This design comes from an exercise in tuning for small area, a short achievable clock period and few clock cycles on the open sky130 flow, not from production work.
No run shown here included a check of the RTL's function; only the layout flow was run.

<file path="flow/run.sh">
#!/bin/bash
set -euo pipefail
MARGIN=$(cat flow/margin.txt)
printf 'export SETUP_SLACK_MARGIN = %s\n' "$MARGIN" >> config.mk
bash standard.sh > standard_flow.log 2>&1
</file>
<file path="flow/margin.txt">
9.5
</file>
<file path="standard.sh">
#!/bin/bash
# synth_recipe.tcl (not shown) runs the flow's synth.tcl, then flattens the netlist and writes it again
# the make line also repeats each setting of config.mk as NAME=value (left out here)
make -C /OpenROAD-flow-scripts/flow DESIGN_CONFIG=/design/flow/config.mk WORK_HOME=/design/flow/orfs CLKGATE_MAP_FILE= SYNTH_SCRIPT=/design/flow/synth_recipe.tcl "${@:-finish}"
</file>
<file path="config.mk">
export PLATFORM = sky130hd
export DESIGN_NAME = rational_arithmetic_unit
export DESIGN_NICKNAME = rational_arithmetic_unit
export VERILOG_FILES = /design/flow/design.v
export SDC_FILE = /design/flow/constraint.sdc
export NUM_CORES = 4
export LEC_CHECK = 0
export CAP_MARGIN = 20
export CORE_MARGIN = 2
export CORE_UTILIZATION = 25
export PLACE_DENSITY = 0.45
export SLEW_MARGIN = 20
export SETUP_SLACK_MARGIN = 9.5
</file>
<file path="constraint.sdc">
create_clock -name core_clock -period 15.0 [get_ports {clk}]
set_input_delay 3.0000 -clock core_clock [delete_from_list [all_inputs] [get_ports {clk}]]
set_output_delay 3.0000 -clock core_clock [all_outputs]
set_load 0.01 [all_outputs]
</file>
<file path="design.v">
package rau_pkg;
	typedef enum logic [2:0] {
		OP_ADD  = 3'd0,
		OP_SUB  = 3'd1,
		OP_MUL  = 3'd2,
		OP_DIV  = 3'd3,
		OP_NEG  = 3'd4,
		OP_INV  = 3'd5,
		OP_NORM = 3'd6,
		OP_EQ   = 3'd7
	} op_t;
	typedef enum logic [1:0] {
		ST_OK   = 2'd0,
		ST_OVF  = 2'd1,
		ST_ZERO = 2'd2
	} status_t;
endpackage
import rau_pkg::*;
module rational_arithmetic_unit
#(
	parameter int OPERAND_WIDTH = 32
) (
	input  logic                            clk,
	input  logic                            arst_n,
	input  logic                            in_valid,
	output logic                            in_stall,
	input  logic [2:0]                      operation,
	input  logic signed [OPERAND_WIDTH-1:0] a_num,
	input  logic signed [OPERAND_WIDTH-1:0] a_den,
	input  logic signed [OPERAND_WIDTH-1:0] b_num,
	input  logic signed [OPERAND_WIDTH-1:0] b_den,
	output logic                            out_valid,
	input  logic                            out_stall,
	output logic signed [OPERAND_WIDTH-1:0] res_num,
	output logic signed [OPERAND_WIDTH-1:0] res_den,
	output logic                            is_equal,
	output logic [1:0]                      status
);
	logic st_idle, st_triv, st_mul1, st_comb, st_mul2, st_gcd, st_sum, st_fin;
	logic stall_q, ov_q;
	logic [2:0]  op_q;
	logic [31:0] r0_q, r1_q, r2_q, r3_q;  
	logic        zst_q;                  
	logic [3:0]  cnt_q, t2_q;
	logic        first_q;                
	logic [2:0]  du_q, dv_q;             
	logic        sn_q, rs_q, ovf_q, fovf_q, fnz_q;
	logic        pv_q, pru_q, pgs_q;     
	logic [2:0]  psh_q;
	logic [63:0] u_q, v_q;
	logic        eq_q;
	logic [1:0]  st_q;
	function automatic logic [3:0] top_digit(input logic [31:0] x);
		if (x[31:3] == {29{x[31]}})       top_digit = 4'd1;
		else if (x[31:7] == {25{x[31]}})  top_digit = 4'd3;
		else if (x[31:15] == {17{x[31]}}) top_digit = 4'd7;
		else if (x[31:23] == {9{x[31]}})  top_digit = 4'd11;
		else                              top_digit = 4'd15;
	endfunction
	function automatic logic [3:0] max4(input logic [3:0] a, input logic [3:0] b);
		max4 = (a > b) ? a : b;
	endfunction
	function automatic logic [2:0] ctz7(input logic [6:0] x);
		integer i;
		ctz7 = 3'd7;
		for (i = 6; i >= 0; i = i - 1)
			if (x[i]) ctz7 = i;
	endfunction
	function automatic logic [2:0] booth(input logic [31:0] m, input logic [3:0] i);
		logic [32:0] e;
		logic [2:0]  b;
		e = {m, 1'b0};
		b = e[{i, 1'b0} +: 3];
		case (b)
			3'b001, 3'b010: booth = 3'b001;
			3'b011:         booth = 3'b010;
			3'b100:         booth = 3'b110;
			3'b101, 3'b110: booth = 3'b101;
			default:        booth = 3'b000;
		endcase
	endfunction
	logic is_add, is_sub, is_mul, is_neg, is_norm, is_eq;
	always_comb begin
		is_add  = (op_q == OP_ADD) || (op_q == OP_SUB);
		is_sub  = (op_q == OP_SUB);
		is_mul  = (op_q == OP_MUL);
		is_neg  = (op_q == OP_NEG);
		is_norm = (op_q == OP_NORM);
		is_eq   = (op_q == OP_EQ);
	end
	logic        p_add, p_mul, p_div, p_neg, p_inv, p_norm, p_eq;
	logic        p_zero, p_triv, p_novf;
	logic [3:0]  p_tbn, p_tbd, p_t1;
	logic [31:0] p_mplu, p_mplv;
	logic [2:0]  p_du, p_dv;
	always_comb begin
		p_add  = (operation == OP_ADD) || (operation == OP_SUB);
		p_mul  = (operation == OP_MUL);
		p_div  = (operation == OP_DIV);
		p_neg  = (operation == OP_NEG);
		p_inv  = (operation == OP_INV);
		p_norm = (operation == OP_NORM);
		p_eq   = (operation == OP_EQ);
		p_zero = !p_eq && ((a_den == 32'd0) ||
			((p_add || p_mul || p_div) && b_den == 32'd0) ||
			(p_div && b_num == 32'd0) || (p_inv && a_num == 32'd0));
		p_novf = p_neg && (a_num == 32'h8000_0000);
		p_triv = p_zero || p_neg || p_inv || p_eq;
		p_tbn  = top_digit(b_num);
		p_tbd  = top_digit(b_den);
		p_t1   = p_norm ? 4'd0 : max4(p_tbn, p_tbd);
		p_mplu = p_mul ? b_num : b_den;
		p_mplv = p_mul ? b_den : b_num;
		if (p_zero || p_eq || p_novf) begin
			p_du = 3'b000;
			p_dv = 3'b000;
		end else if (p_neg) begin
			p_du = 3'b101;
			p_dv = 3'b001;
		end else if (p_inv) begin
			p_du = 3'b001;
			p_dv = 3'b001;
		end else if (p_norm) begin
			p_du = {a_num[31], 2'b01};
			p_dv = {a_den[31], 2'b01};
		end else begin
			p_du = booth(p_mplu, p_t1);
			p_dv = booth(p_mplv, p_t1);
			p_du[2] = p_du[2] ^ a_num[31] ^ p_mplu[31];
			p_dv[2] = p_dv[2] ^ a_den[31] ^ p_mplv[31];
		end
	end
	logic        mm_u, mm_v, comb_add, s_un, s_vn;
	logic [63:0] m_u, m_v, x_u, y_u, x_v, y_v;
	logic [64:0] su, sv;
	always_comb begin
		mm_u = st_triv || st_mul1 || st_fin;
		mm_v = st_triv || st_mul1 || st_mul2 || st_fin;
		s_un = r0_q[31] ^ r3_q[31];
		s_vn = r2_q[31] ^ r1_q[31] ^ is_sub;
		comb_add = st_comb && (s_un == s_vn);
		m_u = du_q[1] ? {{31{r0_q[31]}}, r0_q, 1'b0} :
			du_q[0] ? {{32{r0_q[31]}}, r0_q} : 64'd0;
		m_v = dv_q[1] ? {{31{r1_q[31]}}, r1_q, 1'b0} :
			dv_q[0] ? {{32{r1_q[31]}}, r1_q} : 64'd0;
		x_u = first_q ? 64'd0 : mm_u ? {u_q[61:0], 2'b00} : u_q;
		y_u = mm_u ? (m_u ^ {64{du_q[2]}}) : comb_add ? v_q : ~v_q;
		x_v = first_q ? 64'd0 : mm_v ? {v_q[61:0], 2'b00} : v_q;
		y_v = mm_v ? (m_v ^ {64{dv_q[2]}}) : ~u_q;
		su = {1'b0, x_u} + {1'b0, y_u} + {64'd0, mm_u ? du_q[2] : !comb_add};
		sv = {1'b0, x_v} + {1'b0, y_v} + {64'd0, mm_v ? dv_q[2] : 1'b1};
	end
	logic        u_odd, v_odd, uv_eq, u_zero, borrow, gcd_done;
	logic        both_even, u_ev, v_ev, g_sub, repl_u, repl_v;
	logic [2:0]  sh, sh_u, sh_v;
	logic [63:0] src_u, src_v, nu, nv;
	always_comb begin
		u_odd  = u_q[0];
		v_odd  = v_q[0];
		uv_eq  = (u_q == v_q);
		u_zero = (u_q == 64'd0);
		borrow = !su[64];
		gcd_done = u_zero || (u_odd && v_odd && uv_eq) || ovf_q;
		both_even = !u_odd && !v_odd;
		u_ev   = !u_odd && v_odd;
		v_ev   = u_odd && !v_odd;
		g_sub  = u_odd && v_odd && !uv_eq;
		repl_u = u_ev || (g_sub && !borrow);
		repl_v = v_ev || (g_sub && borrow);
		sh     = u_ev ? ctz7(u_q[6:0]) : v_ev ? ctz7(v_q[6:0]) : ctz7(su[6:0]);
		sh_u   = !st_gcd ? 3'd0 : both_even ? 3'd1 : sh;
		sh_v   = !st_gcd ? 3'd0 : both_even ? 3'd1 : sh;
		src_u  = (st_comb && !comb_add && borrow) ? sv[63:0] :
			(!st_gcd || g_sub) ? su[63:0] : u_q;
		src_v  = (!st_gcd || g_sub) ? sv[63:0] : v_q;
		nu     = src_u >> sh_u;
		nv     = src_v >> sh_v;
	end
	logic [31:0] x1, x2;
	logic [39:0] sh1, sh2;
	logic [32:0] sum1, sum2;
	logic        c_ovf, f_ovf;
	always_comb begin
		x1    = pru_q ? r0_q : r1_q;
		x2    = pru_q ? r2_q : r3_q;
		sh1   = {8'd0, x1} << psh_q;
		sh2   = {8'd0, x2} << psh_q;
		sum1  = {1'b0, r0_q} + {1'b0, r1_q};
		sum2  = {1'b0, r2_q} + {1'b0, r3_q};
		c_ovf = (sh1[39:32] != 8'd0) || (sh2[39:32] != 8'd0) ||
			(pgs_q && (sum1[32] || sum2[32]));
		f_ovf = ovf_q || sum1[32] || sum2[32] || sum2[31] ||
			(rs_q ? (sum1[31] && sum1[30:0] != 31'd0) : sum1[31]);
	end
	logic take, hold, init_cof, rs_new;
	logic n_idle, n_triv, n_mul1, n_comb, n_mul2, n_gcd, n_sum, n_fin, n_ov;
	logic [3:0] cnt_m1;
	logic [2:0] dn_u, dn_v;
	assign take = in_valid && !stall_q;
	assign hold = ov_q && out_stall;    
	always_comb begin
		n_idle = st_idle; n_triv = st_triv; n_mul1 = st_mul1; n_comb = st_comb;
		n_mul2 = st_mul2; n_gcd = st_gcd; n_sum = st_sum; n_fin = st_fin;
		init_cof = 1'b0;
		if (st_idle || (st_triv && !hold) || st_fin) begin
			n_triv = take && p_triv;
			n_mul1 = take && !p_triv;
			n_idle = !take;
			n_fin  = 1'b0;
		end
		if (!hold) begin
			if (st_mul1 && cnt_q == 4'd0) begin
				n_mul1 = 1'b0;
				n_comb = is_add;
				n_gcd  = !is_add;
				init_cof = !is_add;
			end
			if (st_comb) begin
				n_comb = 1'b0;
				n_mul2 = 1'b1;
			end
			if (st_mul2 && cnt_q == 4'd0) begin
				n_mul2 = 1'b0;
				n_gcd  = 1'b1;
				init_cof = 1'b1;
			end
			if (st_gcd && gcd_done) begin
				n_gcd = 1'b0;
				n_sum = 1'b1;
			end
			if (st_sum) begin
				n_sum = 1'b0;
				n_fin = 1'b1;
			end
		end
		n_ov = (st_triv && !hold) || st_fin || (ov_q && out_stall);
		rs_new = is_norm ? (r0_q[31] ^ r1_q[31]) :
			is_add ? (sn_q ^ r1_q[31] ^ r3_q[31]) :
			(r0_q[31] ^ r1_q[31] ^ r2_q[31] ^ r3_q[31]);
	end
	logic [31:0] mpl_u, mpl_v;
	always_comb begin
		cnt_m1 = cnt_q - 4'd1;
		mpl_u = is_mul ? r2_q : r3_q;
		mpl_v = (st_mul1 && !is_mul) ? r2_q : r3_q;
		dn_u = 3'b000;
		dn_v = 3'b000;
		if (st_mul1) begin
			dn_u = booth(mpl_u, cnt_m1);
			dn_v = booth(mpl_v, cnt_m1);
			dn_u[2] = dn_u[2] ^ r0_q[31] ^ mpl_u[31];
			dn_v[2] = dn_v[2] ^ r1_q[31] ^ mpl_v[31];
		end else if (st_comb || st_mul2) begin
			dn_v = booth(r3_q, st_comb ? cnt_q : cnt_m1);
			dn_v[2] = dn_v[2] ^ r1_q[31] ^ r3_q[31];
		end else if (st_sum) begin
			dn_u = (f_ovf || fnz_q) ? 3'b000 : rs_q ? 3'b101 : 3'b001;
			dn_v = f_ovf ? 3'b000 : 3'b001;
		end
	end
	always_ff @(posedge clk or negedge arst_n) begin
		if (!arst_n) begin
			st_idle <= 1'b1;
			st_triv <= 1'b0;
			st_mul1 <= 1'b0;
			st_comb <= 1'b0;
			st_mul2 <= 1'b0;
			st_gcd  <= 1'b0;
			st_sum  <= 1'b0;
			st_fin  <= 1'b0;
			ov_q    <= 1'b0;
			stall_q <= 1'b0;
		end else begin
			st_idle <= n_idle;
			st_triv <= n_triv;
			st_mul1 <= n_mul1;
			st_comb <= n_comb;
			st_mul2 <= n_mul2;
			st_gcd  <= n_gcd;
			st_sum  <= n_sum;
			st_fin  <= n_fin;
			ov_q    <= n_ov;
			stall_q <= !(n_idle || n_fin || (n_triv && !n_ov));
		end
	end
	always_ff @(posedge clk) begin
		if (!hold) begin
			du_q <= dn_u;
			dv_q <= dn_v;
			if (st_triv || st_mul1 || st_mul2 || st_fin) begin
				first_q <= 1'b0;
				v_q <= nv;
			end
			if (st_triv || st_mul1 || st_fin)
				u_q <= nu;
			if (st_mul1 || st_mul2)
				cnt_q <= cnt_m1;
			if (st_mul1 && cnt_q == 4'd0)
				cnt_q <= t2_q;
			if (st_triv) begin
				eq_q <= is_eq && (r0_q == r2_q) && (r1_q == r3_q);
				st_q <= zst_q ? ST_ZERO : is_neg && r0_q == 32'h8000_0000 ? ST_OVF : ST_OK;
			end
			if (st_comb) begin
				u_q <= nu;
				sn_q <= (comb_add || !borrow) ? s_un : s_vn;
				first_q <= 1'b1;
			end
			if (st_gcd && pv_q) begin
				if (c_ovf) ovf_q <= 1'b1;
				if (pru_q) begin
					r0_q <= sh1[31:0];
					r2_q <= sh2[31:0];
					if (pgs_q) begin
						r1_q <= sum1[31:0];
						r3_q <= sum2[31:0];
					end
				end else begin
					r1_q <= sh1[31:0];
					r3_q <= sh2[31:0];
					if (pgs_q) begin
						r0_q <= sum1[31:0];
						r2_q <= sum2[31:0];
					end
				end
			end
			if (st_gcd) begin
				pv_q  <= !gcd_done && !both_even;
				pru_q <= repl_u;
				pgs_q <= g_sub;
				psh_q <= sh;
				if (gcd_done) begin
					fnz_q <= u_zero;
				end else begin
					if (both_even || repl_u) u_q <= nu;
					if (both_even || repl_v) v_q <= nv;
				end
			end
			if (st_sum) begin
				r0_q <= sum1[31:0];
				r1_q <= sum2[31:0];
				fovf_q <= f_ovf;
				first_q <= 1'b1;
			end
			if (st_fin) begin
				eq_q <= 1'b0;
				st_q <= fovf_q ? ST_OVF : ST_OK;
			end
			if (init_cof) begin
				r0_q <= 32'd1;
				r1_q <= 32'd0;
				r2_q <= 32'd0;
				r3_q <= 32'd1;
				rs_q <= rs_new;
				ovf_q <= 1'b0;
				pv_q <= 1'b0;
			end
		end
		if (take) begin
			op_q  <= operation;
			r0_q  <= p_inv ? a_den : a_num;
			r1_q  <= p_inv ? a_num : a_den;
			r2_q  <= b_num;
			r3_q  <= b_den;
			zst_q <= p_zero;
			cnt_q <= p_t1;
			t2_q  <= p_tbd;
			first_q <= 1'b1;
			du_q  <= p_du;
			dv_q  <= p_dv;
		end
	end
	assign in_stall  = stall_q;
	assign out_valid = ov_q;
	assign res_num   = u_q[31:0];
	assign res_den   = v_q[31:0];
	assign is_equal  = eq_q;
	assign status    = st_q;
endmodule
</file>
==> results of run 1 <==
worst paths after layout:
kind	start	end	slack (ps)	depth (start not counted)
hold reg to reg	fovf_q$_DFFE_PP_	st_q[0]$_DFFE_PP_	680	2
min in group asynchronous	arst_n	ov_q$_DFF_PN0_	2680	1
max in group asynchronous	arst_n	st_mul2$_DFFE_PN0P_	11920	1
hold / removal	fovf_q$_DFFE_PP_	st_q[0]$_DFFE_PP_	680	2
setup reg to reg	r2_q[31]$_DFFE_PP_	u_q[35]$_DFFE_PN_	9060	27
setup / recovery	b_den[31]	du_q[2]$_DFFE_PP_	8130	27
cell usage after synthesis (66+ instances only):
cell | instances | area (um^2)
o21ai_0 | 468 | 2342
buf_1 | 66 | 247.7
a31oi_1 | 71 | 444.2
inv_1 | 105 | 394.1
mux4_2 | 89 | 2004
nor3_1 | 92 | 460.4
mux2i_1 | 315 | 3153
ha_1 | 220 | 2753
nor4_1 | 92 | 575.6
a21o_1 | 109 | 818.3
a21oi_1 | 668 | 3343
o22ai_1 | 78 | 488.0
edfxtp_1 | 287 | 8618
xor2_1 | 198 | 1734
xnor2_1 | 210 | 1839
nand4_1 | 102 | 638.1
clkbuf_1 | 469 | 1760
a211oi_1 | 95 | 713.2
buf_4 | 67 | 503.0
nor2_1 | 455 | 1708
nand2_1 | 1118 | 4197
o211ai_1 | 83 | 623.1
nand3_1 | 134 | 670.6
logic make-up after synthesis:
logic type	synth area share, %
mux	11.92
fa+ha+maj	6.118
simple gates	21.19
xor+xnor	7.658
buf+inv	6.563
compound gates	27.62
flops	18.93
critical path, delay by kind of cell:
kind            cells  cell delay (ps)
buf+inv             7              840
xor+xnor            1               90
fa+ha+maj           3              630
mux                 4              800
simple gates        3              490
compound gates      9             1440
per-stage QoR:
stage                     instances  instance area, um^2  setup slack, ps  hold WS (ps)
final                          9110                61560             8126         679.2
after global routing           9107                61550             7920         681.8
after CTS                      8991                58650             8207         664.6
after detailed placement       8615                50820             6080         593.1
after global placement         8615                50800             6130         589.9
after floorplan                6421                47220             7921         492.7
metal layers:
layer	vias to the layer above	global-route usage [%]
met1	26770	36.31
li1	24000	-
met2	3562	43.28
met3	935	5.568
met5	-	0
met4	2	16.61
layout make-up:
| type | instances | share of cell area, % |
|---|---|---|
| clock buffer | 53 | 1.913 |
| tap | 2495 | 5.071 |
| multi-input combinational | 5389 | 63.83 |
| clock inverter | 31 | 0.3679 |
| sequential | 298 | 14.45 |
| antenna | 5 | 0.02033 |
| inverter | 115 | 0.7480 |
| timing repair buffer | 724 | 13.60 |
state kept, by name, indices dropped and copies added (netlist names), 2 cells and up:
| name | flops |
|---|---|
| u_q | 64 |
| v_q | 64 |
| r0_q | 32 |
| r1_q | 32 |
| r2_q | 32 |
| r3_q | 32 |
| cnt_q | 4 |
| du_q | 3 |
| dv_q | 3 |
| op_q | 3 |
| psh_q | 3 |
| t2_q | 3 |
| st_q | 2 |
layout by cell type, fill, tap and decap left out, types with 85 or more instances in the layout:
master,instances
a21oi_2,85
nand4_1,102
a21oi_1,563
nand2_1,1081
nor2_1,384
o21ai_0,368
ha_1,178
edfxtp_1,287
xor2_1,193
buf_4,298
inv_1,99
mux2i_1,278
xnor2_1,192
nand3_1,121
a21o_1,103
clkdlybuf4s50_1,146
mux4_2,89
timing repair:
action | in CTS | in global routing
pin swaps | 200 | 153
gates resized for setup | 933 | 412
setup buffers | 238 | 94
cloned | 54 | 20
setup endpoints to repair | 354 | 273
==> impl_results.md, run 1 <==
- Hold-fix buffers, CTS: 0
- Die area: 191300 um^2
- Core Util, Final: about a third
- Syn Area/Cell: 7.313 um^2
- CTS tree: done
- Setup Skew: 40.91 ps
- Syn. warnings: 1
- Post-Route M1 WL: 113000 um
- Num rows: 159
- Hold crit path type: reg2reg
- Root buf cell: clkbuf_16
- Pin count of the biggest net entering global routing: 87
- Crit path arrival time: between 7000 and 8000 ps
- Post-synth EDFFs: ~290
- Initial DRC Count: 6859
- Clock Latency Late Sink: 680 ps
- Worst slew margin: 25.67%
- Post-Syn Nets: about 6800
- Register area: 8897 um^2
- Syn Inst Count: 6421
- Core region area: 187200 um^2
- Initial antenna violation count: 6
- # port buffers: 203
- Fillers: between 15000 and 20000
- DR WL met2: 123500 um
- Highest metal used: met5
- Seq/Total Area, Yosys: about a fifth
- Final setup vio count: 0
- Drt pass-1 iters: 9
- Gr usage total: 28.11%
- Worst Path Required: 15420 ps
- Worst-path fanout max: 6
- First-pass GRT wire length: 392100 um
- Multi-input logic area: 39290 um^2
- NumNets Final: 6934
- Area growth from synthesis to layout: 31.09%
- Initial Util: 25.08%
- Die extent in y: 437.4 um
- Fin. max-slew vios: 0
- Die Width: 437.4 um
- Status: finished clean
- Fin crit period: 6874 ps
- GRT overflow: 0
- CP Capture Type: register
- TritonCTS buffer count: 45
- Worst path slowest cell: mux2_4
- Hpwl dp: a little under 200000 um
- Detailed-route via count: 55270
- Post-synthesis cell area: 46960 um^2
- Slew @ Worst Pin: 1115 ps
- Final Cycle Share: between 40% and 50%
- Worst-path clk slew: 60 ps
- Final hold violations: 0
- DRC viols: 0
- Maxcap violations: 0
- CP max stage delay: 320 ps
- Register bit total from synthesis: 298
- Main synth FF type: edfxtp_1
- Clock Path Buffers: 3
- I/O Pins: between 200 and 250
- H-tree level count: 2
- Vias per inst: 6.067
- WS Path Type: in2reg
- Async SR Flop Fraction: between 3 and 4%
- RSZ-0062 raised after global routing: true
- Clock Sinks: 298
- Total wire length: ~290000 um
- Vias in the first global route: 51510
- DR WL/cell: approximately 32 um
- Sum Neg Setup Slack: 0 ps
- Fmax: between 100 and 150 MHz
- Startpoint types: input port
- Share of post-route cells with drive strength above 1: 21.89%
- ANT nets after route: 0
- Met3 wire len: about 29000 um
- Gp weighted congestion: 0.9630
- Synth cell types: 101
==> inputs of run 2 (changes only) <==
==> run.sh (new file) <==
#!/bin/bash
# synth_recipe.tcl (not shown) runs the flow's synth.tcl, then flattens the netlist and writes it again
# the make line also repeats each setting of config.mk as NAME=value (left out here)
make -C /OpenROAD-flow-scripts/flow DESIGN_CONFIG=/design/flow/config.mk WORK_HOME=/design/flow/orfs CLKGATE_MAP_FILE= SYNTH_SCRIPT=/design/flow/synth_recipe.tcl finish
--- a/config.mk
+++ b/config.mk
@@ -10,4 +10,4 @@
 export CORE_UTILIZATION = 25
 export PLACE_DENSITY = 0.45
+export SETUP_SLACK_MARGIN = 5
 export SLEW_MARGIN = 20
-export SETUP_SLACK_MARGIN = 9.5
removed: flow/run.sh
removed: flow/margin.txt
removed: standard.sh
==> run 2 against run 1 <==
  * Largest cell class unchanged
  * Global-route usage down 3.2 points
  * Critical endpoint is now dv_q[2]$_DFFE_PP_
  * Maximum frequency fell by 18%
  * Critical path type unchanged
  * Worst hold slack lost 100 ps
==> impl_results.md, run 2 <==
- Status: finished clean
- Number of gates resized after CTS: 0
- CP Capture Type: register
- # port buffers: 203
- Register bit total from synthesis: 298
- Num rows: around 160
- Final setup vio count: 0
- Non-Filler Instances: 8713
- I/O Pins: between 200 and 250
- Drt pass-1 iters: 9
- Synth top area share: about 18%
- TritonCTS buffer count: 45
- Clock Path Buffers: 3
- Most common cell after layout, fill and taps aside: nand2_1
- DR WL met2: 108900 um
- Total wire length: 249900 um
- Seq/Total Area, Yosys: about a fifth
- Area growth from synthesis to layout: 11.28%
- Root buf cell: clkbuf_16
- Async SR Flop Fraction: 3.356%
- Crit path arrival time: between 8000 and 9000 ps
- Die area: 191300 um^2
- Hpwl dp: 192900 um
- Sum Neg Setup Slack: 0 ps
- Hold-fix buffers, CTS: 0
- WS Path Type: in2reg
- Syn Inst Count: 6421
- Final Cycle Share: between 50% and 60%
- Most common cell in the netlist: nand2_1
- H-tree level count: 2
- Clock Sinks: ~300
- Post-synth EDFFs: 287
- Hold crit path type: reg2reg
- Commonest cells after routing, fill and taps aside: 1113 x nand2_1, 666 x a21oi_1, 466 x o21ai_0, 447 x nor2_1, 315 x mux2i_1
- Setup Skew: ~38 ps
- Syn. warnings: 1
- Detailed-route via count: 51100
- DRC viols: 0
- DR WL/cell: 28.68 um
- Maxcap violations: 0
- Worst-path clk slew: approximately 70 ps
- Initial DRC Count: 6305
- Final hold violations: 0
- Post-Syn Nets: 6782
- Die extent in y: roughly 440 um
- Most frequent cells after synthesis: 1118 x nand2_1, 668 x a21oi_1, 469 x clkbuf_1, 468 x o21ai_0, 455 x nor2_1
- Share of post-route cells with drive strength above 1: slightly below 7%
- Post-synthesis cell area: 46960 um^2
- Vias per inst: 5.865
- Synth top area cells: edfxtp_1 18%, nand2_1 8.9%, a21oi_1 7.1%, mux2i_1 6.7%, ha_1 5.9%
- Initial antenna violation count: 5
- ANT nets after route: 0
- Main synth FF type: edfxtp_1
- Largest registers: u_q: 64 flops, v_q: 64 flops
- Setup Buffers After CTS: 0
- Gr usage total: 24.90%
- Worst-path fanout max: 8
- Gp weighted congestion: 0.9921
- RSZ-0062 raised after global routing: false
- Dominant cell type by area after synthesis: edfxtp_1
- Vias in the first global route: 47510
- Met3 wire len: 20290 um
- First-pass GRT wire length: 352200 um
- Fmax: 119.3 MHz
- Synth cell types: 101
- Post-Route M1 WL: 108200 um
- Worst Path Required: approximately 15000 ps
- CTS tree: done
- Syn Area/Cell: 7.313 um^2
- Clock Latency Late Sink: 670 ps
- Slew @ Worst Pin: 1222 ps
- Worst slew margin: 18.23%
- NumNets Final: ~6500
- Cells after DPL: 8628
- Highest metal used: met5
- Fin crit period: between 8000 and 9000 ps
- GRT overflow: 0
- Startpoint types: input port
- Die Width: 437.4 um
- Fin. max-slew vios: 0
- Pin count of the biggest net entering global routing: 177
- Initial Util: 25.08%
- Core region area: roughly 190000 um^2
==> run 2: changes by cell type in the layout (fill, tap and decap cells not counted), sizes merged, moves of 2 or more <==
cell           before   now
buf               524   135
clkdlybuf4s50     146   203
clkbuf             78    52
dlygate4sd2        16     0
bufbuf              7     0
clkdlybuf4s15       6     0
bufinv              2     6
diode               5     1
clkinv             28    26
nand2            1120  1118
==> run 2: final cells by class <==
type                       count  area [um^2]
tap                         2495         3122
antenna                        1        2.502
clock inverter                32        342.8
multi-input combinational   5382        35230
fill                       20480       135000
clock buffer                  52         1152
timing repair buffer         338         3070
sequential                   298         8895
inverter                     115        436.7
==> run 2: worst paths after layout <==
kind                               startpoint                 end  slack, ps  depth (start not counted)
max                                 b_den[31]   dv_q[2]$_DFFE_PP_       6610                         20
min                        st_sum$_DFFE_PN0N_    st_fin$_DFF_PN0_        580                          1
max reg2reg                r2_q[31]$_DFFE_PP_   u_q[33]$_DFFE_PN_       6650                         20
min reg2reg                st_sum$_DFFE_PN0N_    st_fin$_DFF_PN0_        580                          1
max in group asynchronous              arst_n  st_sum$_DFFE_PN0N_      11950                          1
min in group asynchronous              arst_n    st_fin$_DFF_PN0_       2680                          1
==> run 2: critical path, stage by stage <==
cell and delay, ps:
clkdlybuf4s50_1 570, inv_1 200, or3_1 410, a21o_1 240, a21oi_1 390, inv_1 140, or2_2 340, ha_1 200
nor2b_1 100, o21ai_0 110, a32o_1 310, a21o_1 210, a21oi_1 580, mux4_2 590, mux2_2 280, a211oi_1 530
or4_1 210, nand3_1 90, xor2_1 140, o21ai_0 110
==> run 2: cells by family after synthesis <==
kind of cell               after synthesis  share of synthesized area [%]
AOI/OAI and AO/OA                     2058                          27.62
and+or+nand+nor                       2246                          21.19
xor gates and xnor gates               409                          7.658
DFF                                    298                          18.93
buffers and inverters                  741                          6.563
muxes                                  443                          11.92
adders and majority gates              226                          6.118
==> run 2: stage by stage <==
stage | setup WS, ps | cell area (um^2) | utilization [%] | hold slack (ps)
6_report | 6615 | 52250 | 27.91 | 579.4
5_1_grt | 6255 | 52250 | 27.91 | 596.2
4_1_cts | 6664 | 52240 | 27.91 | 586.2
3_5_place_dp | 5979 | 50750 | 27.11 | 567.9
3_3_place_gp | 6097 | 50740 | 27.10 | 579.1
2_1_floorplan | 6588 | 46960 | - | 492.7
==> run 2: layer usage <==
metal  vias up  track usage [%]
li1      23150                -
met1     24860            34.33
met2      2635            38.56
met3       462            3.448
met4         2            10.77
met5         -                0
==> inputs of run 3 (changes only) <==
--- a/design.v
+++ b/design.v
@@ -42,7 +42,7 @@
 	logic [31:0] r0_q, r1_q, r2_q, r3_q;  
 	logic        zst_q;                  
-	logic [3:0]  cnt_q, t2_q;
+	logic [2:0]  cnt_q, t2_q;            
 	logic        first_q;                
-	logic [2:0]  du_q, dv_q;             
+	logic [5:0]  du_q, dv_q;             
 	logic        sn_q, rs_q, ovf_q, fovf_q, fnz_q;
 	logic        pv_q, pru_q, pgs_q;     
@@ -51,13 +51,13 @@
 	logic        eq_q;
 	logic [1:0]  st_q;
-	function automatic logic [3:0] top_digit(input logic [31:0] x);
-		if (x[31:3] == {29{x[31]}})       top_digit = 4'd1;
-		else if (x[31:7] == {25{x[31]}})  top_digit = 4'd3;
-		else if (x[31:15] == {17{x[31]}}) top_digit = 4'd7;
-		else if (x[31:23] == {9{x[31]}})  top_digit = 4'd11;
-		else                              top_digit = 4'd15;
+	function automatic logic [2:0] top_pair(input logic [31:0] x);
+		if (x[31:3] == {29{x[31]}})       top_pair = 3'd0;
+		else if (x[31:7] == {25{x[31]}})  top_pair = 3'd1;
+		else if (x[31:15] == {17{x[31]}}) top_pair = 3'd3;
+		else if (x[31:23] == {9{x[31]}})  top_pair = 3'd5;
+		else                              top_pair = 3'd7;
 	endfunction
-	function automatic logic [3:0] max4(input logic [3:0] a, input logic [3:0] b);
-		max4 = (a > b) ? a : b;
+	function automatic logic [2:0] max3(input logic [2:0] a, input logic [2:0] b);
+		max3 = (a > b) ? a : b;
 	endfunction
 	function automatic logic [2:0] ctz7(input logic [6:0] x);
@@ -80,4 +80,11 @@
 		endcase
 	endfunction
+	function automatic logic [5:0] bpair(input logic [31:0] m, input logic [2:0] j,
+			input logic c);
+		logic [2:0] h, l;
+		h = booth(m, {j, 1'b1});
+		l = booth(m, {j, 1'b0});
+		bpair = {h[2] ^ c, h[1:0], l[2] ^ c, l[1:0]};
+	endfunction
 	logic is_add, is_sub, is_mul, is_neg, is_norm, is_eq;
 	always_comb begin
@@ -91,7 +98,7 @@
 	logic        p_add, p_mul, p_div, p_neg, p_inv, p_norm, p_eq;
 	logic        p_zero, p_triv, p_novf;
-	logic [3:0]  p_tbn, p_tbd, p_t1;
+	logic [2:0]  p_tbn, p_tbd, p_t1;
 	logic [31:0] p_mplu, p_mplv;
-	logic [2:0]  p_du, p_dv;
+	logic [5:0]  p_du, p_dv;
 	always_comb begin
 		p_add  = (operation == OP_ADD) || (operation == OP_SUB);
@@ -107,30 +114,29 @@
 		p_novf = p_neg && (a_num == 32'h8000_0000);
 		p_triv = p_zero || p_neg || p_inv || p_eq;
-		p_tbn  = top_digit(b_num);
-		p_tbd  = top_digit(b_den);
-		p_t1   = p_norm ? 4'd0 : max4(p_tbn, p_tbd);
+		p_tbn  = top_pair(b_num);
+		p_tbd  = top_pair(b_den);
+		p_t1   = p_norm ? 3'd0 : max3(p_tbn, p_tbd);
 		p_mplu = p_mul ? b_num : b_den;
 		p_mplv = p_mul ? b_den : b_num;
 		if (p_zero || p_eq || p_novf) begin
-			p_du = 3'b000;
-			p_dv = 3'b000;
+			p_du = 6'b000000;
+			p_dv = 6'b000000;
 		end else if (p_neg) begin
-			p_du = 3'b101;
-			p_dv = 3'b001;
+			p_du = 6'b000101;
+			p_dv = 6'b000001;
 		end else if (p_inv) begin
-			p_du = 3'b001;
-			p_dv = 3'b001;
+			p_du = 6'b000001;
+			p_dv = 6'b000001;
 		end else if (p_norm) begin
-			p_du = {a_num[31], 2'b01};
-			p_dv = {a_den[31], 2'b01};
+			p_du = {3'b000, a_num[31], 2'b01};
+			p_dv = {3'b000, a_den[31], 2'b01};
 		end else begin
-			p_du = booth(p_mplu, p_t1);
-			p_dv = booth(p_mplv, p_t1);
-			p_du[2] = p_du[2] ^ a_num[31] ^ p_mplu[31];
-			p_dv[2] = p_dv[2] ^ a_den[31] ^ p_mplv[31];
+			p_du = bpair(p_mplu, p_t1, a_num[31] ^ p_mplu[31]);
+			p_dv = bpair(p_mplv, p_t1, a_den[31] ^ p_mplv[31]);
 		end
 	end
 	logic        mm_u, mm_v, comb_add, s_un, s_vn;
-	logic [63:0] m_u, m_v, x_u, y_u, x_v, y_v;
+	logic [63:0] mh_u, ml_u, mh_v, ml_v, a_u, b_u, c_u, a_v, b_v, c_v;
+	logic [63:0] cs_u, cc_u, cs_v, cc_v, x_u, y_u, x_v, y_v;
 	logic [64:0] su, sv;
 	always_comb begin
@@ -140,12 +146,26 @@
 		s_vn = r2_q[31] ^ r1_q[31] ^ is_sub;
 		comb_add = st_comb && (s_un == s_vn);
-		m_u = du_q[1] ? {{31{r0_q[31]}}, r0_q, 1'b0} :
+		mh_u = du_q[4] ? {{31{r0_q[31]}}, r0_q, 1'b0} :
+			du_q[3] ? {{32{r0_q[31]}}, r0_q} : 64'd0;
+		ml_u = du_q[1] ? {{31{r0_q[31]}}, r0_q, 1'b0} :
 			du_q[0] ? {{32{r0_q[31]}}, r0_q} : 64'd0;
-		m_v = dv_q[1] ? {{31{r1_q[31]}}, r1_q, 1'b0} :
+		mh_v = dv_q[4] ? {{31{r1_q[31]}}, r1_q, 1'b0} :
+			dv_q[3] ? {{32{r1_q[31]}}, r1_q} : 64'd0;
+		ml_v = dv_q[1] ? {{31{r1_q[31]}}, r1_q, 1'b0} :
 			dv_q[0] ? {{32{r1_q[31]}}, r1_q} : 64'd0;
-		x_u = first_q ? 64'd0 : mm_u ? {u_q[61:0], 2'b00} : u_q;
-		y_u = mm_u ? (m_u ^ {64{du_q[2]}}) : comb_add ? v_q : ~v_q;
-		x_v = first_q ? 64'd0 : mm_v ? {v_q[61:0], 2'b00} : v_q;
-		y_v = mm_v ? (m_v ^ {64{dv_q[2]}}) : ~u_q;
+		a_u = {first_q ? 60'd0 : u_q[59:0], 1'b0, du_q[5], 2'b00};
+		b_u = {mh_u[61:0] ^ {62{du_q[5]}}, 2'b00};
+		c_u = ml_u ^ {64{du_q[2]}};
+		a_v = {first_q ? 60'd0 : v_q[59:0], 1'b0, dv_q[5], 2'b00};
+		b_v = {mh_v[61:0] ^ {62{dv_q[5]}}, 2'b00};
+		c_v = ml_v ^ {64{dv_q[2]}};
+		cs_u = a_u ^ b_u ^ c_u;
+		cc_u = {(a_u[62:0] & b_u[62:0]) | (a_u[62:0] & c_u[62:0]) | (b_u[62:0] & c_u[62:0]), 1'b0};
+		cs_v = a_v ^ b_v ^ c_v;
+		cc_v = {(a_v[62:0] & b_v[62:0]) | (a_v[62:0] & c_v[62:0]) | (b_v[62:0] & c_v[62:0]), 1'b0};
+		x_u = mm_u ? cs_u : u_q;
+		y_u = mm_u ? cc_u : comb_add ? v_q : ~v_q;
+		x_v = mm_v ? cs_v : v_q;
+		y_v = mm_v ? cc_v : ~u_q;
 		su = {1'b0, x_u} + {1'b0, y_u} + {64'd0, mm_u ? du_q[2] : !comb_add};
 		sv = {1'b0, x_v} + {1'b0, y_v} + {64'd0, mm_v ? dv_q[2] : 1'b1};
@@ -169,11 +189,11 @@
 		repl_v = v_ev || (g_sub && borrow);
 		sh     = u_ev ? ctz7(u_q[6:0]) : v_ev ? ctz7(v_q[6:0]) : ctz7(su[6:0]);
-		sh_u   = !st_gcd ? 3'd0 : both_even ? 3'd1 : sh;
-		sh_v   = !st_gcd ? 3'd0 : both_even ? 3'd1 : sh;
-		src_u  = (st_comb && !comb_add && borrow) ? sv[63:0] :
-			(!st_gcd || g_sub) ? su[63:0] : u_q;
-		src_v  = (!st_gcd || g_sub) ? sv[63:0] : v_q;
-		nu     = src_u >> sh_u;
-		nv     = src_v >> sh_v;
+		sh_u   = both_even ? 3'd1 : sh;
+		sh_v   = both_even ? 3'd1 : sh;
+		src_u  = g_sub ? su[63:0] : u_q;
+		src_v  = g_sub ? sv[63:0] : v_q;
+		nu     = st_gcd ? (src_u >> sh_u) :
+			(st_comb && !comb_add && borrow) ? sv[63:0] : su[63:0];
+		nv     = st_gcd ? (src_v >> sh_v) : sv[63:0];
 	end
 	logic [31:0] x1, x2;
@@ -195,6 +215,6 @@
 	logic take, hold, init_cof, rs_new;
 	logic n_idle, n_triv, n_mul1, n_comb, n_mul2, n_gcd, n_sum, n_fin, n_ov;
-	logic [3:0] cnt_m1;
-	logic [2:0] dn_u, dn_v;
+	logic [2:0] cnt_m1;
+	logic [5:0] dn_u, dn_v;
 	assign take = in_valid && !stall_q;
 	assign hold = ov_q && out_stall;    
@@ -210,5 +230,5 @@
 		end
 		if (!hold) begin
-			if (st_mul1 && cnt_q == 4'd0) begin
+			if (st_mul1 && cnt_q == 3'd0) begin
 				n_mul1 = 1'b0;
 				n_comb = is_add;
@@ -220,5 +240,5 @@
 				n_mul2 = 1'b1;
 			end
-			if (st_mul2 && cnt_q == 4'd0) begin
+			if (st_mul2 && cnt_q == 3'd0) begin
 				n_mul2 = 1'b0;
 				n_gcd  = 1'b1;
@@ -241,20 +261,17 @@
 	logic [31:0] mpl_u, mpl_v;
 	always_comb begin
-		cnt_m1 = cnt_q - 4'd1;
+		cnt_m1 = cnt_q - 3'd1;
 		mpl_u = is_mul ? r2_q : r3_q;
 		mpl_v = (st_mul1 && !is_mul) ? r2_q : r3_q;
-		dn_u = 3'b000;
-		dn_v = 3'b000;
+		dn_u = 6'b000000;
+		dn_v = 6'b000000;
 		if (st_mul1) begin
-			dn_u = booth(mpl_u, cnt_m1);
-			dn_v = booth(mpl_v, cnt_m1);
-			dn_u[2] = dn_u[2] ^ r0_q[31] ^ mpl_u[31];
-			dn_v[2] = dn_v[2] ^ r1_q[31] ^ mpl_v[31];
+			dn_u = bpair(mpl_u, cnt_m1, r0_q[31] ^ mpl_u[31]);
+			dn_v = bpair(mpl_v, cnt_m1, r1_q[31] ^ mpl_v[31]);
 		end else if (st_comb || st_mul2) begin
-			dn_v = booth(r3_q, st_comb ? cnt_q : cnt_m1);
-			dn_v[2] = dn_v[2] ^ r1_q[31] ^ r3_q[31];
+			dn_v = bpair(r3_q, st_comb ? cnt_q : cnt_m1, r1_q[31] ^ r3_q[31]);
 		end else if (st_sum) begin
-			dn_u = (f_ovf || fnz_q) ? 3'b000 : rs_q ? 3'b101 : 3'b001;
-			dn_v = f_ovf ? 3'b000 : 3'b001;
+			dn_u = (f_ovf || fnz_q) ? 6'b000000 : rs_q ? 6'b000101 : 6'b000001;
+			dn_v = f_ovf ? 6'b000000 : 6'b000001;
 		end
 	end
@@ -296,5 +313,5 @@
 			if (st_mul1 || st_mul2)
 				cnt_q <= cnt_m1;
-			if (st_mul1 && cnt_q == 4'd0)
+			if (st_mul1 && cnt_q == 3'd0)
 				cnt_q <= t2_q;
 			if (st_triv) begin
--- a/config.mk
+++ b/config.mk
@@ -12,2 +12,3 @@
 export SETUP_SLACK_MARGIN = 5
 export SLEW_MARGIN = 20
+export TNS_END_PERCENT = 5
==> run 3 against run 2 <==
  * Still clean on timing, DRC and antenna
  * Count of clock-buffer cells in the layout grew 6
  * Synthesized cell count increased by 13%
  * Setup slack got worse by 310 ps
  * Wire length increased by 19%
  * First-iteration DRC count rose by 9.5%
  * Cell count increased by 14%
  * Largest cell class unchanged
==> impl_results.md, run 3 <==
- R2r endpoint: u_q[29]$_DFFE_PN_
- Gr usage total: 26.16%
- Total wire length: 298100 um
- Initial DRC Count: 6902
- Hpwl dp: 227700 um
- Synth top area cells: edfxtp_1 16%, nand2_1 9.3%, mux2i_1 6.2%, o21ai_0 5.7%, ha_1 5.2%
- Drt pass-1 iters: 7
- Initial antenna violation count: 21
- Most common cell after layout, fill and taps aside: nand2_1
- Worst slew margin: 18.82%
- Worst-path clk slew: 60 ps
- TritonCTS buffer count: 45
- Post-Syn Nets: 7719
- Detailed-route via count: between 50000 and 60000
- Hold path startpoint: st_sum$_DFFE_PN0N_
- Fillers: 23390
- Hold crit path type: reg2reg
- Die Width: 467.9 um
- I/O Pins: 204
- WS Path Type: reg2reg
- Worst R2R Start: st_mul1$_DFF_PN0_
- Clock Path Buffers: 3
- Slew @ Worst Pin: 1208 ps
- RSZ-0062 raised after global routing: false
- CTS tree: done
- Number of gates resized after CTS: 0
- Worst Path Required: about 15000 ps
- Most common cell in the netlist: nand2_1
- Initial Util: 25.12%
- H-tree level count: 2
- Syn Area/Cell: approximately 7.4 um^2
- Synth top area share: 16.30%
- Fin crit period: a little under 9000 ps
- Die area: 218900 um^2
- Pin count of the biggest net entering global routing: between 100 and 150
- # port buffers: 203
- DR WL/cell: 30.13 um
- Async SR Flop Fraction: under 10%
- Seq/Total Area, Yosys: between 15 and 20%
- Clock Latency Late Sink: 690 ps
- Main synth FF type: edfxtp_1
- WHS Endpoint: first_q$_SDFFE_PP1P_
- Core region area: 214200 um^2
- Commonest cells after routing, fill and taps aside: 1327 x nand2_1, 616 x o21ai_0, 595 x nor2_1, 511 x a21oi_1, 332 x mux2i_1
- Post-synthesis cell area: 53810 um^2
- Root buf cell: clkbuf_16
- Dominant cell type by area after synthesis: edfxtp_1
- Hold-fix buffers, CTS: 0
- Num rows: 170
- Syn. warnings: 1
- Setup Buffers After CTS: 0
- Maxcap violations: 0
- Final Cycle Share: around 58%
- Status: finished clean
- Startpoint types: register
- Syn Inst Count: approximately 7200
- R2R Setup Slk: 6310 ps
- NumNets Final: around 7500
- Worst-path fanout max: about 110
- Setup Skew: about 55 ps
- Fin. max-slew vios: 0
- Die extent in y: 467.9 um
- First-pass GRT wire length: 419200 um
- Final setup vio count: 0
- Worst Reg-to-Reg Cells: 19
- Cells after DPL: 9805
- Non-Filler Instances: slightly below 10000
- ANT nets after route: 0
- Area growth from synthesis to layout: 10.99%
- Most frequent cells after synthesis: 1334 x nand2_1, 618 x o21ai_0, 602 x nor2_1, 512 x a21oi_1, 431 x clkbuf_1
- Gp weighted congestion: 0.9928
- DRC viols: 0
- Hold Path Stages: 2
- Sum Neg Setup Slack: 0 ps
- CP Capture Type: register
- Final hold violations: 0
- Post-synth EDFFs: 292
- Crit path arrival time: ~9100 ps
- Vias per inst: 5.902
- Fmax: 115.1 MHz
- Multi-input logic area: between 40000 and 50000 um^2
- GRT overflow: 0
- Largest registers: u_q: 64 flops, v_q: 64 flops
- Clock Sinks: about 300
- Share of post-route cells with drive strength above 1: 8.041%
- Vias in the first global route: 55830
- Register area: 9049 um^2
- Register bit total from synthesis: 303
- Synth cell types: 110
## run 3: cell count changes after synthesis, moves of 85 or more
cell,delta
nand2_1,+216
nor2b_1,+85
o21ai_0,+150
fa_1,+118
a21oi_1,-156
nor2_1,+147
## run 3: cells by family (layout without fill, tap and decap cells)
family | Yosys count | after routing | synth area share (%)
compound gates | 2130 | 2130 | 25.09
xor+xnor | 496 | 496 | 8.074
fa+ha+maj | 346 | 346 | 9.776
buf+inv | 793 | 606 | 6.500
flops | 303 | 303 | 16.80
mux | 506 | 506 | 12.04
other cells | 0 | 7 | 0
simple gates | 2664 | 2664 | 21.73
## run 3: layout make-up
| type | instances | share of cell area (%) |
|---|---|---|
| Multi-Input combinational cell | 6142 | 69.51 |
| Clock buffer | 58 | 2.106 |
| Clock inverter | 26 | 0.4714 |
| Timing Repair Buffer | 412 | 6.084 |
| Antenna cell | 7 | 0.02933 |
| Tap cell | 2838 | 5.946 |
| Inverter | 110 | 0.7039 |
| Sequential cell | 303 | 15.15 |
## run 3: metal layers
metal	GRT usage [%]	part of all wire, %
met1	31.52	39
met2	42.60	46
met3	5.293	8.4
met4	16.27	7.4
met5	0	0.068
## run 3: metrics by stage
stage | hold WS, ps | cell area, um^2 | utilization, % | setup WS, ps
global placement | 545.8 | 58120 | 27.14 | 6079
global route | 598.6 | 59700 | 27.87 | 5918
CTS | 561.7 | 59690 | 27.87 | 6551
detailed placement | 548.1 | 58150 | 27.15 | 6056
floorplan | 492.7 | 53810 | - | 5939
finish | 557.8 | 59720 | 27.88 | 6309
## run 3: how the worst max path moves through the flow
stage                            from                 to  slack (ps)  cells after the start
global placement            b_den[31]  du_q[5]$_DFFE_PP_        6080                     21
global route        st_mul1$_DFF_PN0_  u_q[29]$_DFFE_PN_        5920                     19
detailed placement          b_den[31]  du_q[5]$_DFFE_PP_        6060                     21
floorplan                   out_stall  r2_q[0]$_DFFE_PP_        5940                      5
CTS                 st_mul1$_DFF_PN0_  u_q[29]$_DFFE_PN_        6550                     19
finish              st_mul1$_DFF_PN0_  u_q[29]$_DFFE_PN_        6310                     19
## run 3: worst max-delay path, stage by stage, from the launching register on
cell	delay, ps
dfrtp_1	820
or3_4	270
buf_4	750
buf_4	890
o21ai_0	230
ha_1	460
a21oi_1	260
o21ai_0	210
a221oi_1	620
nand2_1	180
a21oi_1	190
o21ai_1	200
a21oi_1	180
buf_4	240
o21ai_1	140
a211o_2	680
buf_4	440
nand2_1	710
o22ai_1	180
or3_1	400
==> inputs of run 4 (changes only) <==
==> flow/run.sh (new file) <==
#!/bin/bash
set -euo pipefail
MARGIN=$(cat flow/margin.txt)
printf 'export SETUP_SLACK_MARGIN = %s\n' "$MARGIN" >> config.mk
bash standard.sh > standard_flow.log 2>&1
==> flow/margin.txt (new file) <==
9.5
==> standard.sh (new file) <==
#!/bin/bash
# synth_recipe.tcl (not shown) runs the flow's synth.tcl, then flattens the netlist and writes it again
# the make line also repeats each setting of config.mk as NAME=value (left out here)
make -C /OpenROAD-flow-scripts/flow DESIGN_CONFIG=/design/flow/config.mk WORK_HOME=/design/flow/orfs CLKGATE_MAP_FILE= SYNTH_SCRIPT=/design/flow/synth_recipe.tcl "${@:-finish}"
--- a/config.mk
+++ b/config.mk
@@ -10,5 +10,5 @@
 export CORE_UTILIZATION = 25
 export PLACE_DENSITY = 0.45
-export SETUP_SLACK_MARGIN = 5
 export SLEW_MARGIN = 20
 export TNS_END_PERCENT = 5
+export SETUP_SLACK_MARGIN = 9.5
removed: run.sh
==> run 4 against run 3 <==
  * First-iteration DRC count is 12% higher
  * Sequential cell count unchanged
  * Cell count is 2.6% higher
  * Count of clock-buffer cells in the layout shrank 2
  * Highest routed layer unchanged
  * Worst hold slack gained 76 ps
  * Critical path depth rose by 1
  * Setup slack better by 2000 ps
  * Wire length increased by 5.6%
  * Cell area increased by 9.0%
==> impl_results.md, run 4 <==
- Post-Syn Nets: between 7000 and 8000
- DRC viols: 0
- Hold-fix buffers, CTS: 0
- Syn Inst Count: 7238
- Final setup vio count: 0
- Hold WS: around 630 ps
- Gr usage total: 27.54%
- DR WL/cell: 30.99 um
- Vias in the first global route: 57450
- Seq/Total Area, Yosys: 16.80%
- TritonCTS buffer count: 44
- Vias per inst: 5.952
- Final hold violations: 0
- Die area: 218900 um^2
- Post-synth EDFFs: 292
- Sum Neg Setup Slack: 0 ps
- Share of post-route cells with drive strength above 1: 15.75%
- Syn Area/Cell: ~7.4 um^2
- Synth top area share: 16.30%
- Async SR Flop Fraction: 3.300%
- RSZ-0062 raised after global routing: true
- ANT nets after route: 0
- Setup Skew: roughly 59 ps
- Most common cell after layout, fill and taps aside: nand2_1
- Hold crit path type: reg2reg
- Fin crit period: 6648 ps
- Register area: 9055 um^2
- CTS tree: done
- Main synth FF type: edfxtp_1
- WS Path Type: in2reg
- Most frequent cells after synthesis: 1334 x nand2_1, 618 x o21ai_0, 602 x nor2_1, 512 x a21oi_1, 431 x clkbuf_1
- Clock Latency Late Sink: 690 ps
- Area growth from synthesis to layout: 21.00%
- Clock Path Buffers: 3
- Initial DRC Count: 7701
- Commonest cells after routing, fill and taps aside: 1319 x nand2_1, 577 x nor2_1, 573 x o21ai_0, 484 x a21oi_1, 361 x buf_4
- Core Util, Final: slightly above 30%
- Register bit total from synthesis: about 300
- Most common cell in the netlist: nand2_1
- Hold Path Stages: 2
- Post-synthesis cell area: 53810 um^2
- Synth cell types: 110
- Pin count of the biggest net entering global routing: 104
- Syn. warnings: 1
- Fmax: between 150 and 200 MHz
- GRT overflow: 0
- I/O Pins: 204
- Status: finished clean
- Synth top area cells: edfxtp_1 16%, nand2_1 9.3%, mux2i_1 6.2%, o21ai_0 5.7%, ha_1 5.2%
- Die extent in y: 467.9 um
- Fillers: 23000
- Core region area: 214200 um^2
- Dominant cell type by area after synthesis: edfxtp_1
- Die Width: 467.9 um
- Worst Reg-to-Reg Cells: 13
- Clock Sinks: 303
- Final Cycle Share: ~44%
- Worst-path fanout max: 5
- Initial antenna violation count: 28
- Worst slew margin: 12.38%
- H-tree level count: 2
- Total wire length: 314800 um
- Worst Path Required: around 15000 ps
- Slew @ Worst Pin: between 1000 and 1500 ps
- Non-Filler Instances: 10160
- NumNets Final: 7757
- Maxcap violations: 0
- Drt pass-1 iters: 8
- Root buf cell: clkbuf_16
- Detailed-route via count: 60450
- Num rows: 170
- Initial Util: approximately a quarter
- Multi-input logic area: 43790 um^2
- Hpwl dp: 230100 um
- Gp weighted congestion: 0.9746
- First-pass GRT wire length: 438300 um
- Cells after DPL: 9801
- Worst-path clk slew: 60 ps
- Largest registers: u_q: 64 flops, v_q: 64 flops
- # port buffers: 203
- Fin. max-slew vios: 0
- CP Capture Type: register
- Startpoint types: input port
- Crit path arrival time: 7090 ps
-- run 4: cell counts after synthesis --
No cell type changed its count.
-- run 4: cells by family (layout without fill, tap and decap cells) --
logic type | Yosys count | in the layout | synth area share [%]
simple gates | 2664 | 2668 | 21.73
fa+ha+maj | 346 | 346 | 9.776
buf+inv | 793 | 860 | 6.500
flops | 303 | 303 | 16.80
compound gates | 2130 | 2131 | 25.09
xor+xnor | 496 | 496 | 8.074
other cells | 0 | 8 | 0
mux | 506 | 506 | 12.04
-- run 4: area by class of cell --
cell class              count  area share, %
flip-flops and latches    303          13.91
clock buffers              56          1.760
inverters                 110         0.7053
diodes                      8        0.03075
repair buffers            670          10.50
clock inverters            24         0.3728
multi-input cells        6147          67.26
well taps                2838          5.454
-- run 4: stage by stage --
stage | worst slack, ps | cell area [um^2]
after global placement | 6621 | 58250
after global routing | 8255 | 65080
final | 8352 | 65100
after floorplan | 8077 | 54000
after detailed placement | 6629 | 58280
after CTS | 8501 | 64200
-- run 4: worst max-delay path, stage by stage --
cell       delay (ps)
buf_4             150
nand3_1           100
or4_4             570
a21oi_4           180
inv_2              50
and3b_2           250
inv_2              60
ha_4              160
nor2b_4           130
o21ai_4            80
a32oi_4           270
mux2i_2           340
buf_4             190
a2111oi_2          50
a211o_1           310
a221oi_4          390
o21ai_0           160
a32oi_1           290
o32ai_1           150
a31o_1            200
-- run 4: final timing paths --
path	slack, ps	endpoint	from
setup reg to reg	8650	u_q[3]$_DFFE_PN_	u_q[16]$_DFFE_PN_
hold reg to reg	630	st_q[0]$_DFFE_PP_	fovf_q$_DFFE_PP_
hold / removal	630	st_q[0]$_DFFE_PP_	fovf_q$_DFFE_PP_
setup / recovery	8350	du_q[0]$_DFFE_PP_	b_den[29]
max in group asynchronous	12000	st_gcd$_DFFE_PN0P_	arst_n
min in group asynchronous	2640	st_mul1$_DFF_PN0_	arst_n
-- run 4: repair_timing --
item                                    in CTS  in global routing
buffers inserted                           201                 38
hold endpoints to repair                     0                  0
cloned                                      28                  0
resized for setup                          593                162
endpoints found under the setup margin     280                364
pin swaps                                  132                 71
-- run 4: layer usage --
layer	up-vias	wire (um)	track usage (%)	part of all wire (%)
li1	26340	-	-	-
met1	29410	120500	33.50	38
met2	3687	140400	44.04	45
met3	981	28040	5.379	8.9
met4	26	25620	18.33	8.1
met5	-	192	0	0.061

## port drivers added, routing unchanged
How much do the figures lean on ideal ports? The routed layouts below were timed once more, with nothing changed but the port constraints.
Step 1 assumes that a clkbuf_16 drives the clock port and a buf_2 every other input.
Step 2, shift: input delay + t, output delay - t, t = (earliest + latest rising clock arrival at the registers) / 2. This alone moves slack from input paths to output paths.
Three values: no drivers, after step 1, after step 2; two values: the first two.
run	t (ns)	setup slack, ns	worst hold slack (ns)	latest minus earliest clock arrival (ns)	worst register clock-pin slew, ns
run 1	0.734	8.126 / 8.129 / 7.395	0.679 / 0.679 / 0.679	0.041 / 0.041	0.07 / 0.07
run 2	0.733	6.615 / 6.651 / 5.929	0.579 / 0.579 / 0.579	0.038 / 0.038	0.08 / 0.08
run 3	0.748	6.309 / 6.309 / 5.992	0.558 / 0.558 / 0.558	0.055 / 0.055	0.08 / 0.08
run 4	0.750	8.352 / 8.388 / 7.638	0.633 / 0.633 / 0.633	0.059 / 0.060	0.07 / 0.07
After both steps every run listed still meets setup and hold. The setup slack of run 1, which loses most, moves by +0.003 ns with the drivers and by -0.731 ns with both steps.
